This design comes from an exercise in tuning for small area, a short achievable clock period and few clock cycles per item on the open sky130 flow, not from production work. At most, simulation tests tie the RTL to the original design; equivalence was not proved. No activity file was given, so power comes from the tool's default toggle rates.

job 101:
==> module header_length_frame_receiver_core, before the edit <==
module header_length_frame_receiver_core
#(
   parameter int BUF_DEPTH = BUF_DEPTH_DEF
) (
   input  logic                clock,
   input  logic                reset,
   input  logic                req_valid,
   output logic                req_ready,
   input  logic [OPCODE_W-1:0] req_opcode,
   input  logic [BYTE_W-1:0]   req_rx_byte,
   input  logic [INDEX_W-1:0]  req_read_index,
   output logic                rsp_valid,
   input  logic                rsp_ready,
   output logic                rsp_frame_done,
   output logic [COUNT_W-1:0]  rsp_byte_count,
   output logic [BYTE_W-1:0]   rsp_read_data,
   output logic [EVENT_W-1:0]  rsp_event_code
);
   localparam int GRP = 16;
   localparam int NG  = 256 / GRP;
   localparam int GW  = $clog2(GRP);
   localparam int RW  = 1 + COUNT_W + BYTE_W + EVENT_W;
   logic               accept;
   logic               wr_en;
   logic [7:0]         wr_pos;
   hlfr_pkg::hlfr_status_type status;
   logic [NG-1:0][BYTE_W-1:0] grp_data;
   logic               s1_valid_ff;
   hlfr_pkg::hlfr_status_type s1_stat_ff;
   logic               s1_rd_ff;
   logic [7-GW:0]      s1_hi_ff;
   logic [NG-1:0][BYTE_W-1:0] s1_grp_ff;
   logic [BYTE_W-1:0]  s1_data;
   logic [RW-1:0]      s1_res;
   logic [2:0][RW-1:0] q_ff;
   logic [2:0]         qv_ff;
   logic               ready_ff;
   logic               take;
   logic [2:0]         sh_v;
   logic [2:0][RW-1:0] sh_q;
   logic               n2, n3;
   assign accept    = req_valid && ready_ff;
   assign req_ready = ready_ff;
   hlfr_ctrl u_ctrl (
      .clock  (clock),
      .reset  (reset),
      .accept (accept),
      .opcode (req_opcode),
      .rx_byte(req_rx_byte),
      .wr_en  (wr_en),
      .wr_pos (wr_pos),
      .status (status)
   );
   hlfr_store #(.GRP(GRP)) u_store (
      .clock   (clock),
      .wr_en   (wr_en),
      .wr_addr (wr_pos),
      .wr_data (req_rx_byte),
      .rd_lo_oh(GRP'(1) << req_read_index[GW-1:0]),
      .grp_data(grp_data)
   );
   always_ff @(posedge clock) begin
      s1_stat_ff <= status;
      s1_rd_ff   <= req_opcode == OP_READ;
      s1_hi_ff   <= req_read_index[7:GW];
      s1_grp_ff  <= grp_data;
   end
   assign s1_data = s1_rd_ff ? s1_grp_ff[s1_hi_ff] : '0;
   assign s1_res  = {s1_stat_ff.frame_done, s1_stat_ff.byte_count, s1_data,
                     s1_stat_ff.event_code};
   assign take = qv_ff[0] && rsp_ready;
   always_comb begin
      if (take) begin
         sh_v = {1'b0, qv_ff[2:1]};
         sh_q = {q_ff[2], q_ff[2], q_ff[1]};
      end else begin
         sh_v = qv_ff;
         sh_q = q_ff;
      end
   end
   assign n3 = s1_valid_ff ? (qv_ff[0] && qv_ff[1]) : qv_ff[2];
   assign n2 = s1_valid_ff ? (qv_ff[0] && !qv_ff[1]) : (qv_ff[1] && !qv_ff[2]);
   always_ff @(posedge clock) begin
      if (reset) begin
         s1_valid_ff <= 1'b0;
         qv_ff       <= '0;
         ready_ff    <= 1'b1;
      end else begin
         s1_valid_ff <= accept;
         qv_ff       <= sh_v | (s1_valid_ff ? ~sh_v & {sh_v[1:0], 1'b1} : 3'b000);
         ready_ff    <= take || !(n3 || (n2 && accept));
      end
   end
   for (genvar i = 0; i < 3; i++) begin : g_q
      always_ff @(posedge clock) begin
         if (sh_v[i]) q_ff[i] <= sh_q[i];
         else q_ff[i] <= s1_res;
      end
   end
   assign rsp_valid = qv_ff[0];
   assign {rsp_frame_done, rsp_byte_count, rsp_read_data, rsp_event_code} = q_ff[0];
endmodule
export LEC_CHECK = 0
export CAP_MARGIN = 20
export CORE_MARGIN = 2
export CORE_UTILIZATION = 40
export CTS_CLUSTER_DIAMETER = 60
export CTS_CLUSTER_SIZE = 24
export PLACE_DENSITY = 0.72
export SETUP_SLACK_MARGIN = 2.8
export SLEW_MARGIN = 20
export SYNTH_HIERARCHICAL = 1
create_clock -name core_clock -period 5.0 [get_ports {clock}]
run.sh (not shown) runs the stock make flow with config.mk's settings and CLKGATE_MAP_FILE= SYNTH_SCRIPT=/design/flow/synth_recipe.tcl, a recipe that flattens the netlist after the stock synthesis.
Modified inputs, job 102 compared to job 101
-- flow/design.v --
<<< job 101, line 214
   logic [RW-1:0]      s1_res;
   logic [2:0][RW-1:0] q_ff;
   logic [2:0]         qv_ff;
   logic               ready_ff;
>>> job 102, line 214
   logic [RW-1:0]      s1_res;
   logic [2:0][RW-1:0] q_ff;
   logic [RW-1:0]      out_ff;
   logic [2:0]         qv_ff;
   logic               ready_ff;
<<< job 101, line 278
      end
   end
   assign rsp_valid = qv_ff[0];
   assign {rsp_frame_done, rsp_byte_count, rsp_read_data, rsp_event_code} = q_ff[0];
endmodule
>>> job 102, line 279
      end
   end
   always_ff @(posedge clock) begin
      if (reset) out_ff <= '0;
      else out_ff <= sh_v[0] ? sh_q[0] : s1_res;
   end
   assign rsp_valid = qv_ff[0];
   assign {rsp_frame_done, rsp_byte_count, rsp_read_data, rsp_event_code} = out_ff;
endmodule
==> run notes <==
- | average footprint of a synthesized cell | job 101 vs job 102 | ≈ equal |
- STATUS total power: job 102 loses against job 101
- Starting density of the core: job 102 vs job 101, no meaningful difference
- Clock period minus worst slack: job 102 vs job 101 down 96 ps
- Comparing the two runs side by side, job 102 comes out behind job 101 on die area.
Testbench counts of job 102, summed over its fixed seeds: cycles 24,016, items 24,000.
Only the layout flow was run in job 101; the RTL was not checked for function there.

========
Setup of run a:
header_length_frame_receiver_core, a different RTL version from the one above (not shown whole).
Size in the first run: ~2,100 flip-flops, roughly 79,000 um^2 of cells after synthesis.
==> module header_length_frame_receiver_core, before the edit <==
module header_length_frame_receiver_core
#(
   parameter int BUF_DEPTH = BUF_DEPTH_DEF
) (
   input  logic                clock,
   input  logic                reset,
   input  logic                req_valid,
   output logic                req_ready,
   input  logic [OPCODE_W-1:0] req_opcode,
   input  logic [BYTE_W-1:0]   req_rx_byte,
   input  logic [INDEX_W-1:0]  req_read_index,
   output logic                rsp_valid,
   input  logic                rsp_ready,
   output logic                rsp_frame_done,
   output logic [COUNT_W-1:0]  rsp_byte_count,
   output logic [BYTE_W-1:0]   rsp_read_data,
   output logic [EVENT_W-1:0]  rsp_event_code
);
   localparam int GRP = 128;
   localparam int NG  = 256 / GRP;
   localparam int GW  = $clog2(GRP);
   logic               advance;
   logic               accept;
   logic               wr_en;
   logic [7:0]         wr_pos;
   hlfr_pkg::hlfr_status_type status;
   logic [NG-1:0][BYTE_W-1:0] grp_data;
   logic               s1_valid_ff;
   hlfr_pkg::hlfr_status_type s1_stat_ff;
   logic               s1_rd_ff;
   logic [NG-1:0]      s1_hi_oh_ff;
   logic [NG-1:0][BYTE_W-1:0] s1_grp_ff;
   logic [BYTE_W-1:0]  s1_data;
   logic               rsp_valid_ff;
   hlfr_pkg::hlfr_status_type rsp_stat_ff;
   logic [BYTE_W-1:0]  rsp_data_ff;
   assign advance   = !rsp_valid_ff || rsp_ready;
   assign req_ready = advance;
   assign accept    = req_valid && advance;
   hlfr_ctrl u_ctrl (
      .clock  (clock),
      .reset  (reset),
      .accept (accept),
      .opcode (req_opcode),
      .rx_byte(req_rx_byte),
      .wr_en  (wr_en),
      .wr_pos (wr_pos),
      .status (status)
   );
   hlfr_store #(.GRP(GRP)) u_store (
      .clock   (clock),
      .wr_en   (wr_en),
      .wr_addr (wr_pos),
      .wr_data (req_rx_byte),
      .rd_lo_oh(GRP'(1) << req_read_index[GW-1:0]),
      .grp_data(grp_data)
   );
   always_comb begin
      s1_data = '0;
      for (int g = 0; g < NG; g++) begin
         s1_data = s1_data | (s1_grp_ff[g] & {BYTE_W{s1_hi_oh_ff[g]}});
      end
   end
   always_ff @(posedge clock) begin
      if (reset) begin
         s1_valid_ff  <= 1'b0;
         rsp_valid_ff <= 1'b0;
      end else if (advance) begin
         s1_valid_ff  <= req_valid;
         rsp_valid_ff <= s1_valid_ff;
      end
   end
   always_ff @(posedge clock) begin
      if (advance) begin
         s1_stat_ff  <= status;
         s1_rd_ff    <= req_opcode == OP_READ;
         s1_hi_oh_ff <= NG'(1) << req_read_index[7:GW];
         s1_grp_ff   <= grp_data;
         rsp_stat_ff <= s1_stat_ff;
         rsp_data_ff <= s1_rd_ff ? s1_data : '0;
      end
   end
   assign rsp_valid      = rsp_valid_ff;
   assign rsp_frame_done = rsp_stat_ff.frame_done;
   assign rsp_byte_count = rsp_stat_ff.byte_count;
   assign rsp_read_data  = rsp_data_ff;
   assign rsp_event_code = rsp_stat_ff.event_code;
endmodule
Settings: LEC_CHECK=0, CAP_MARGIN=20, CORE_MARGIN=2, CORE_UTILIZATION=40, CTS_CLUSTER_DIAMETER=60, CTS_CLUSTER_SIZE=24, SETUP_SLACK_MARGIN=2.5, SLEW_MARGIN=20, SYNTH_HIERARCHICAL=1; clock period 5.0 ns.
Inputs modified between run a and run b:
--- a/flow/design.v
+++ b/flow/design.v
@@ -193,13 +193,13 @@
    input  logic                rsp_ready,
    output logic                rsp_frame_done,
    output logic [COUNT_W-1:0]  rsp_byte_count,
    output logic [BYTE_W-1:0]   rsp_read_data,
    output logic [EVENT_W-1:0]  rsp_event_code
 );
-   localparam int GRP = 128;
+   localparam int GRP = 64;
    localparam int NG  = 256 / GRP;
    localparam int GW  = $clog2(GRP);
    logic               advance;
    logic               accept;
    logic               wr_en;
    logic [7:0]         wr_pos;
Results
Clock network fraction of total power in run b vs run a: down 0.7 points
Run b finished every step from synthesis to the final layout, and the layout passed the timing, DRC and antenna checks.
Run b reports its highest-delay cell along the critical path as sky130_fd_sc_hd__or4_4 while run a reports sky130_fd_sc_hd__nor4_4.
Summary — count of cell instances traversed by the critical path, run b relative to run a: lower, by 4.
Fmax delta (run b − run a): unfavourable
Of run b and run a, the run reporting the lower relative contribution of combinational cells to total power was run a.
Run b ended with more multi-input gate share of the layout cell area than run a.
Diff run a -> run b: register share of the cell area neither gained nor lost much; total wirelength of the detailed-routed design grew by 5.3%; total power higher.
Post-route worst setup slack on run b is behind run a.
No run of this note included a check of the RTL's function; only the layout flow was run.

========
Another version of the RTL of header_length_frame_receiver_core (not shown whole).
Size: about 4500 cells after synthesis, about 2300 flip-flops, about 45 I/O pins, about 0.082 mm2 of cells after synthesis.
==> module header_length_frame_receiver_core, before the edit <==
module header_length_frame_receiver_core
#(
   parameter int BUF_DEPTH = BUF_DEPTH_DEF
) (
   input  logic                clock,
   input  logic                reset,
   input  logic                req_valid,
   output logic                req_ready,
   input  logic [OPCODE_W-1:0] req_opcode,
   input  logic [BYTE_W-1:0]   req_rx_byte,
   input  logic [INDEX_W-1:0]  req_read_index,
   output logic                rsp_valid,
   input  logic                rsp_ready,
   output logic                rsp_frame_done,
   output logic [COUNT_W-1:0]  rsp_byte_count,
   output logic [BYTE_W-1:0]   rsp_read_data,
   output logic [EVENT_W-1:0]  rsp_event_code
);
   localparam int GRP = 16;
   localparam int NG  = 256 / GRP;
   localparam int GW  = $clog2(GRP);
   localparam int RW  = 1 + COUNT_W + BYTE_W + EVENT_W;
   logic               accept;
   logic               wr_en;
   logic [7:0]         wr_pos;
   hlfr_pkg::hlfr_status_type status;
   logic [NG-1:0][BYTE_W-1:0] grp_data;
   logic               s1_valid_ff;
   hlfr_pkg::hlfr_status_type s1_stat_ff;
   logic               s1_rd_ff;
   logic [7-GW:0]      s1_hi_ff;
   logic [NG-1:0][BYTE_W-1:0] s1_grp_ff;
   logic [BYTE_W-1:0]  s1_data;
   logic [RW-1:0]      s1_res;
   logic [2:0][RW-1:0] q_ff;
   logic [2:0]         qv_ff;
   logic               ready_ff;
   logic               take;
   logic [2:0]         sh_v;
   logic [2:0][RW-1:0] sh_q;
   logic [2:0]         inflight;
   assign accept    = req_valid && ready_ff;
   assign req_ready = ready_ff;
   hlfr_ctrl u_ctrl (
      .clock  (clock),
      .reset  (reset),
      .accept (accept),
      .opcode (req_opcode),
      .rx_byte(req_rx_byte),
      .wr_en  (wr_en),
      .wr_pos (wr_pos),
      .status (status)
   );
   hlfr_store #(.GRP(GRP)) u_store (
      .clock   (clock),
      .wr_en   (wr_en),
      .wr_addr (wr_pos),
      .wr_data (req_rx_byte),
      .rd_lo_oh(GRP'(1) << req_read_index[GW-1:0]),
      .grp_data(grp_data)
   );
   always_ff @(posedge clock) begin
      s1_stat_ff <= status;
      s1_rd_ff   <= req_opcode == OP_READ;
      s1_hi_ff   <= req_read_index[7:GW];
      s1_grp_ff  <= grp_data;
   end
   assign s1_data = s1_rd_ff ? s1_grp_ff[s1_hi_ff] : '0;
   assign s1_res  = {s1_stat_ff.frame_done, s1_stat_ff.byte_count, s1_data,
                     s1_stat_ff.event_code};
   assign take = qv_ff[0] && rsp_ready;
   always_comb begin
      if (take) begin
         sh_v = {1'b0, qv_ff[2:1]};
         sh_q = {q_ff[2], q_ff[2], q_ff[1]};
      end else begin
         sh_v = qv_ff;
         sh_q = q_ff;
      end
   end
   assign inflight = 3'(32'(accept) + 32'(s1_valid_ff) + 32'(qv_ff[0]) + 32'(qv_ff[1]) +
                        32'(qv_ff[2]) - 32'(take));
   always_ff @(posedge clock) begin
      if (reset) begin
         s1_valid_ff <= 1'b0;
         qv_ff       <= '0;
         ready_ff    <= 1'b1;
      end else begin
         s1_valid_ff <= accept;
         qv_ff       <= sh_v | (s1_valid_ff ? ~sh_v & {sh_v[1:0], 1'b1} : 3'b000);
         ready_ff    <= inflight < 3'd3;
      end
   end
   for (genvar i = 0; i < 3; i++) begin : g_q
      always_ff @(posedge clock) begin
         if (sh_v[i]) q_ff[i] <= sh_q[i];
         else q_ff[i] <= s1_res;
      end
   end
   assign rsp_valid = qv_ff[0];
   assign {rsp_frame_done, rsp_byte_count, rsp_read_data, rsp_event_code} = q_ff[0];
endmodule
clock: 5.0 ns
lec_check: 0
cap_margin: 20
core_margin: 2
core_utilization: 40
cts_cluster_diameter: 60
cts_cluster_size: 24
place_density: 0.72
setup_slack_margin: 2.8
slew_margin: 20
synth_hierarchical: 1
Then changed:
--- a/flow/design.v
+++ b/flow/design.v
@@ -211,10 +211,11 @@
    logic [7-GW:0]      s1_hi_ff;
    logic [NG-1:0][BYTE_W-1:0] s1_grp_ff;
    logic [BYTE_W-1:0]  s1_data;
    logic [RW-1:0]      s1_res;
    logic [2:0][RW-1:0] q_ff;
+   logic [RW-1:0]      out_ff;
    logic [2:0]         qv_ff;
    logic               ready_ff;
    logic               take;
    logic [2:0]         sh_v;
    logic [2:0][RW-1:0] sh_q;
@@ -275,8 +276,12 @@
       always_ff @(posedge clock) begin
          if (sh_v[i]) q_ff[i] <= sh_q[i];
          else q_ff[i] <= s1_res;
       end
    end
+   always_ff @(posedge clock) begin
+      if (reset) out_ff <= '0;
+      else out_ff <= sh_v[0] ? sh_q[0] : s1_res;
+   end
    assign rsp_valid = qv_ff[0];
-   assign {rsp_frame_done, rsp_byte_count, rsp_read_data, rsp_event_code} = q_ff[0];
+   assign {rsp_frame_done, rsp_byte_count, rsp_read_data, rsp_event_code} = out_ff;
 endmodule
After rerunning: Worst setup slack gets worse by 0.12 ns; worst hold slack barely changes; first-iteration DRC count decreases by 5.0%; cell area barely changes; power decreases by 2.6%; clock power decreases by about 9%; wire length decreases by 1.9%; die area increases by 0.48%.
Function was not checked in any run of this note: the RTL went through the layout flow alone.

========
== old ==
The RTL this note starts from:
==> flow/design.v <==
package hlfr_pkg;
   localparam int BUF_DEPTH_DEF = 256;
   localparam int OPCODE_W = 2;
   localparam int BYTE_W   = 8;
   localparam int INDEX_W  = 8;
   localparam int COUNT_W  = 9;
   localparam int EVENT_W  = 3;
   localparam logic [OPCODE_W-1:0] OP_BYTE    = 2'd0;
   localparam logic [OPCODE_W-1:0] OP_RELEASE = 2'd1;
   localparam logic [OPCODE_W-1:0] OP_READ    = 2'd2;
   localparam logic [EVENT_W-1:0] EV_STORED    = 3'd0;
   localparam logic [EVENT_W-1:0] EV_DROP_DONE = 3'd1;
   localparam logic [EVENT_W-1:0] EV_BAD_FIRST = 3'd2;
   localparam logic [EVENT_W-1:0] EV_BAD_SECND = 3'd3;
   localparam logic [EVENT_W-1:0] EV_OVERFLOW  = 3'd4;
   localparam logic [EVENT_W-1:0] EV_TOO_LONG  = 3'd5;
   localparam logic [EVENT_W-1:0] EV_COMPLETE  = 3'd6;
   localparam logic [EVENT_W-1:0] EV_OTHER_OP  = 3'd7;
   localparam logic [BYTE_W-1:0]  SYNC_FIRST   = 8'h5A;
   localparam logic [BYTE_W-1:0]  SYNC_SECOND  = 8'hA5;
   localparam logic [COUNT_W-1:0] HEADER_BYTES = 9'd3;
   typedef struct packed {
      logic                 frame_done;
      logic [COUNT_W-1:0]   byte_count;
      logic [EVENT_W-1:0]   event_code;
   } hlfr_status_type;
endpackage
import hlfr_pkg::*;
module hlfr_ctrl (
   input  logic                  clock,
   input  logic                  reset,
   input  logic                  accept,
   input  logic [OPCODE_W-1:0]   opcode,
   input  logic [BYTE_W-1:0]     rx_byte,
   output logic                  wr_en,
   output logic [7:0]            wr_pos,
   output hlfr_pkg::hlfr_status_type status
);
   logic [COUNT_W-1:0] count_ff, count_in;
   logic               done_ff, done_in;
   logic               hdr0_ff, hdr0_in;
   logic               hdr1_ff, hdr1_in;
   logic               hdr2_ff, hdr2_in;
   logic               last_ff, last_in;
   logic [7:0]         rem_ff, rem_in;
   logic [EVENT_W-1:0] event_code;
   logic               is_byte;
   assign is_byte = opcode == OP_BYTE;
   always_comb begin
      count_in   = count_ff;
      done_in    = done_ff;
      hdr0_in    = hdr0_ff;
      hdr1_in    = hdr1_ff;
      hdr2_in    = hdr2_ff;
      last_in    = last_ff;
      rem_in     = rem_ff;
      event_code = EV_OTHER_OP;
      case (opcode)
         OP_BYTE: begin
            if (done_ff) begin
               event_code = EV_DROP_DONE;
            end else if (hdr0_ff) begin
               if (rx_byte == SYNC_FIRST) begin
                  count_in   = 9'd1;
                  hdr0_in    = 1'b0;
                  hdr1_in    = 1'b1;
                  event_code = EV_STORED;
               end else begin
                  event_code = EV_BAD_FIRST;
               end
            end else if (hdr1_ff) begin
               hdr1_in = 1'b0;
               if (rx_byte == SYNC_SECOND) begin
                  count_in   = 9'd2;
                  hdr2_in    = 1'b1;
                  event_code = EV_STORED;
               end else begin
                  count_in   = 9'd0;
                  hdr0_in    = 1'b1;
                  event_code = EV_BAD_SECND;
               end
            end else if (hdr2_ff) begin
               hdr2_in = 1'b0;
               if (rx_byte > 8'd253) begin
                  count_in   = 9'd0;
                  hdr0_in    = 1'b1;
                  event_code = EV_TOO_LONG;
               end else if (rx_byte == 8'd0) begin
                  count_in   = 9'd3;
                  done_in    = 1'b1;
                  event_code = EV_COMPLETE;
               end else begin
                  count_in   = 9'd3;
                  rem_in     = rx_byte - 8'd1;
                  last_in    = rx_byte == 8'd1;
                  event_code = EV_STORED;
               end
            end else begin
               count_in = count_ff + 9'd1;
               if (last_ff) begin
                  done_in    = 1'b1;
                  event_code = EV_COMPLETE;
               end else begin
                  rem_in     = rem_ff - 8'd1;
                  last_in    = rem_ff == 8'd1;
                  event_code = EV_STORED;
               end
            end
         end
         OP_RELEASE: begin
            count_in = '0;
            done_in  = 1'b0;
            hdr0_in  = 1'b1;
            hdr1_in  = 1'b0;
            hdr2_in  = 1'b0;
         end
         default: begin
         end
      endcase
   end
   always_ff @(posedge clock) begin
      if (reset) begin
         count_ff <= '0;
         done_ff  <= 1'b0;
         hdr0_ff  <= 1'b1;
         hdr1_ff  <= 1'b0;
         hdr2_ff  <= 1'b0;
      end else if (accept) begin
         count_ff <= count_in;
         done_ff  <= done_in;
         hdr0_ff  <= hdr0_in;
         hdr1_ff  <= hdr1_in;
         hdr2_ff  <= hdr2_in;
      end
   end
   always_ff @(posedge clock) begin
      if (accept) begin
         rem_ff  <= rem_in;
         last_ff <= last_in;
      end
   end
   assign wr_en             = accept && is_byte && !done_ff;
   assign wr_pos            = count_ff[7:0];
   assign status.frame_done = done_in;
   assign status.byte_count = count_in;
   assign status.event_code = event_code;
endmodule
import hlfr_pkg::*;
module hlfr_store #(
   parameter int GRP = 64,
   localparam int NG = 256 / GRP,
   localparam int GW = $clog2(GRP)
) (
   input  logic              clock,
   input  logic              wr_en,
   input  logic [7:0]        wr_addr,
   input  logic [BYTE_W-1:0] wr_data,
   input  logic [GRP-1:0]    rd_lo_oh,
   output logic [NG-1:0][BYTE_W-1:0] grp_data
);
   logic [BYTE_W-1:0] mem [256];
   assign mem[0] = SYNC_FIRST;
   assign mem[1] = SYNC_SECOND;
   for (genvar i = 2; i < 256; i++) begin : g_row
      always_ff @(posedge clock) begin
         if (wr_en && wr_addr == 8'(i)) begin
            mem[i] <= wr_data;
         end
      end
   end
   for (genvar g = 0; g < NG; g++) begin : g_grp
      always_comb begin
         grp_data[g] = '0;
         for (int j = 0; j < GRP; j++) begin
            grp_data[g] = grp_data[g] | (mem[g * GRP + j] & {BYTE_W{rd_lo_oh[j]}});
         end
      end
   end
endmodule
import hlfr_pkg::*;
module header_length_frame_receiver_core
#(
   parameter int BUF_DEPTH = BUF_DEPTH_DEF
) (
   input  logic                clock,
   input  logic                reset,
   input  logic                req_valid,
   output logic                req_ready,
   input  logic [OPCODE_W-1:0] req_opcode,
   input  logic [BYTE_W-1:0]   req_rx_byte,
   input  logic [INDEX_W-1:0]  req_read_index,
   output logic                rsp_valid,
   input  logic                rsp_ready,
   output logic                rsp_frame_done,
   output logic [COUNT_W-1:0]  rsp_byte_count,
   output logic [BYTE_W-1:0]   rsp_read_data,
   output logic [EVENT_W-1:0]  rsp_event_code
);
   localparam int GRP = 32;
   localparam int NG  = 256 / GRP;
   localparam int GW  = $clog2(GRP);
   logic               advance;
   logic               accept;
   logic               wr_en;
   logic [7:0]         wr_pos;
   hlfr_pkg::hlfr_status_type status;
   logic [NG-1:0][BYTE_W-1:0] grp_data;
   logic               s1_valid_ff;
   hlfr_pkg::hlfr_status_type s1_stat_ff;
   logic               s1_rd_ff;
   logic [NG-1:0]      s1_hi_oh_ff;
   logic [NG-1:0][BYTE_W-1:0] s1_grp_ff;
   logic [BYTE_W-1:0]  s1_data;
   logic               rsp_valid_ff;
   hlfr_pkg::hlfr_status_type rsp_stat_ff;
   logic [BYTE_W-1:0]  rsp_data_ff;
   assign advance   = !rsp_valid_ff || rsp_ready;
   assign req_ready = advance;
   assign accept    = req_valid && advance;
   hlfr_ctrl u_ctrl (
      .clock  (clock),
      .reset  (reset),
      .accept (accept),
      .opcode (req_opcode),
      .rx_byte(req_rx_byte),
      .wr_en  (wr_en),
      .wr_pos (wr_pos),
      .status (status)
   );
   hlfr_store #(.GRP(GRP)) u_store (
      .clock   (clock),
      .wr_en   (wr_en),
      .wr_addr (wr_pos),
      .wr_data (req_rx_byte),
      .rd_lo_oh(GRP'(1) << req_read_index[GW-1:0]),
      .grp_data(grp_data)
   );
   always_comb begin
      s1_data = '0;
      for (int g = 0; g < NG; g++) begin
         s1_data = s1_data | (s1_grp_ff[g] & {BYTE_W{s1_hi_oh_ff[g]}});
      end
   end
   always_ff @(posedge clock) begin
      if (reset) begin
         s1_valid_ff  <= 1'b0;
         rsp_valid_ff <= 1'b0;
      end else if (advance) begin
         s1_valid_ff  <= req_valid;
         rsp_valid_ff <= s1_valid_ff;
      end
   end
   always_ff @(posedge clock) begin
      if (advance) begin
         s1_stat_ff  <= status;
         s1_rd_ff    <= req_opcode == OP_READ;
         s1_hi_oh_ff <= NG'(1) << req_read_index[7:GW];
         s1_grp_ff   <= grp_data;
         rsp_stat_ff <= s1_stat_ff;
         rsp_data_ff <= s1_rd_ff ? s1_data : '0;
      end
   end
   assign rsp_valid      = rsp_valid_ff;
   assign rsp_frame_done = rsp_stat_ff.frame_done;
   assign rsp_byte_count = rsp_stat_ff.byte_count;
   assign rsp_read_data  = rsp_data_ff;
   assign rsp_event_code = rsp_stat_ff.event_code;
endmodule
clock: 5.0 ns
lec_check: 0
cap_margin: 20
core_margin: 2
core_utilization: 40
cts_cluster_diameter: 60
cts_cluster_size: 24
setup_slack_margin: 2.5
slew_margin: 20
synth_hierarchical: 1
Every stage of the flow completed for old, and the final layout passed the timing, DRC and antenna checks.
Relative to old, the following input files were edited for new:
diff --git a/flow/design.v b/flow/design.v
--- a/flow/design.v
+++ b/flow/design.v
@@ -146,19 +146,21 @@
    assign status.event_code = event_code;
 endmodule
 import hlfr_pkg::*;
 module hlfr_store #(
-   parameter int GRP = 64,
+   parameter int GRP = 16,
    localparam int NG = 256 / GRP,
    localparam int GW = $clog2(GRP)
 ) (
    input  logic              clock,
    input  logic              wr_en,
    input  logic [7:0]        wr_addr,
    input  logic [BYTE_W-1:0] wr_data,
    input  logic [GRP-1:0]    rd_lo_oh,
-   output logic [NG-1:0][BYTE_W-1:0] grp_data
+   input  logic [NG-1:0]     rd_hi_oh,
+   output logic [BYTE_W-1:0] rd_data
 );
+   logic [NG-1:0][BYTE_W-1:0] grp_data;
    logic [BYTE_W-1:0] mem [256];
    assign mem[0] = SYNC_FIRST;
    assign mem[1] = SYNC_SECOND;
    for (genvar i = 2; i < 256; i++) begin : g_row
@@ -173,8 +175,14 @@
          grp_data[g] = '0;
          for (int j = 0; j < GRP; j++) begin
             grp_data[g] = grp_data[g] | (mem[g * GRP + j] & {BYTE_W{rd_lo_oh[j]}});
          end
+      end
+   end
+   always_comb begin
+      rd_data = '0;
+      for (int g = 0; g < NG; g++) begin
+         rd_data = rd_data | (grp_data[g] & {BYTE_W{rd_hi_oh[g]}});
       end
    end
 endmodule
 import hlfr_pkg::*;
@@ -195,29 +203,21 @@
    output logic [COUNT_W-1:0]  rsp_byte_count,
    output logic [BYTE_W-1:0]   rsp_read_data,
    output logic [EVENT_W-1:0]  rsp_event_code
 );
-   localparam int GRP = 32;
+   localparam int GRP = 16;
    localparam int NG  = 256 / GRP;
    localparam int GW  = $clog2(GRP);
-   logic               advance;
    logic               accept;
    logic               wr_en;
    logic [7:0]         wr_pos;
+   logic [BYTE_W-1:0]  mem_data;
    hlfr_pkg::hlfr_status_type status;
-   logic [NG-1:0][BYTE_W-1:0] grp_data;
-   logic               s1_valid_ff;
-   hlfr_pkg::hlfr_status_type s1_stat_ff;
-   logic               s1_rd_ff;
-   logic [NG-1:0]      s1_hi_oh_ff;
-   logic [NG-1:0][BYTE_W-1:0] s1_grp_ff;
-   logic [BYTE_W-1:0]  s1_data;
    logic               rsp_valid_ff;
    hlfr_pkg::hlfr_status_type rsp_stat_ff;
    logic [BYTE_W-1:0]  rsp_data_ff;
-   assign advance   = !rsp_valid_ff || rsp_ready;
-   assign req_ready = advance;
-   assign accept    = req_valid && advance;
+   assign req_ready = !rsp_valid_ff || rsp_ready;
+   assign accept    = req_valid && req_ready;
    hlfr_ctrl u_ctrl (
       .clock  (clock),
       .reset  (reset),
       .accept (accept),
@@ -232,33 +232,22 @@
       .wr_en   (wr_en),
       .wr_addr (wr_pos),
       .wr_data (req_rx_byte),
       .rd_lo_oh(GRP'(1) << req_read_index[GW-1:0]),
-      .grp_data(grp_data)
+      .rd_hi_oh(NG'(1) << req_read_index[7:GW]),
+      .rd_data (mem_data)
    );
-   always_comb begin
-      s1_data = '0;
-      for (int g = 0; g < NG; g++) begin
-         s1_data = s1_data | (s1_grp_ff[g] & {BYTE_W{s1_hi_oh_ff[g]}});
-      end
-   end
    always_ff @(posedge clock) begin
       if (reset) begin
-         s1_valid_ff  <= 1'b0;
          rsp_valid_ff <= 1'b0;
-      end else if (advance) begin
-         s1_valid_ff  <= req_valid;
-         rsp_valid_ff <= s1_valid_ff;
-      end
-   end
-   always_ff @(posedge clock) begin
-      if (advance) begin
-         s1_stat_ff  <= status;
-         s1_rd_ff    <= req_opcode == OP_READ;
-         s1_hi_oh_ff <= NG'(1) << req_read_index[7:GW];
-         s1_grp_ff   <= grp_data;
-         rsp_stat_ff <= s1_stat_ff;
-         rsp_data_ff <= s1_rd_ff ? s1_data : '0;
+      end else begin
+         rsp_valid_ff <= accept || (rsp_valid_ff && !rsp_ready);
+      end
+   end
+   always_ff @(posedge clock) begin
+      if (accept) begin
+         rsp_stat_ff <= status;
+         rsp_data_ff <= req_opcode == OP_READ ? mem_data : '0;
       end
    end
    assign rsp_valid      = rsp_valid_ff;
    assign rsp_frame_done = rsp_stat_ff.frame_done;
Notes after the runs:
- new vs old: horizontal die dimension down slightly
- The final reports for new and old show fraction of area in multi-input gates higher in the former.
- old -> new: leakage power summed over all cells flat
- Compared new vs old, and global-route wire length before repair is down in new.
- Summary: with old as the reference, post-layout total power in new moved down by a few percent.
- The higher fraction of power consumed by the clock network of old and new is in new.
- Compared with old, routed wire length in new decreased by a few percent.
- Between old and new, the flow reports maximum frequency decreasing by more than 10%.
- old → new: proportion of cell area spent on the clock network shows no meaningful change, average footprint of a synthesized cell shows a reduction of about 5%, area after synthesis shows a reduction of 2.8%, number of logic stages on the critical path including buffering shows an increase of 5.
No run of this note included a check of the RTL's function; only the layout flow was run.

separate check: timing with driven ports:
The flow's constraints put no driver on any port. The routed layouts listed below were extracted and timed again, unchanged, in two steps.
Step 1 assumes that a clkbuf_16 drives the clock port and a buf_2 every other input.
Step 2 moves the port delays by t, midway between the first and last clock arrival at a register: inputs arrive t later, outputs are due t later. That takes back most of the time a late clock gives input paths.
Slacks: ideal / step 1 / step 2; pairs: ideal / step 1.
run	t (ns)	slack for setup (ns)	worst setup path at the end
job 101	0.871	2.649 / 2.574 / 1.830	input to register
job 102	0.875	2.745 / 2.668 / 1.910	input to register
run a	0.897	2.077 / 2.083 / 1.186	input to register
run b	0.871	1.930 / 1.937 / 1.066	input to register
the first run of note 3	0.877	2.690 / 2.605 / 1.841	input to register
the second run of note 3	0.865	2.568 / 2.518 / 1.764	input to register
old	0.873	2.444 / 2.419 / 1.615	input to register
new	0.855	1.682 / 1.684 / 0.830	input to register
After both steps every run listed still meets setup and hold. For run a, which loses most, drivers alone change the setup slack by +0.006 ns; drivers and shift together by -0.891 ns.
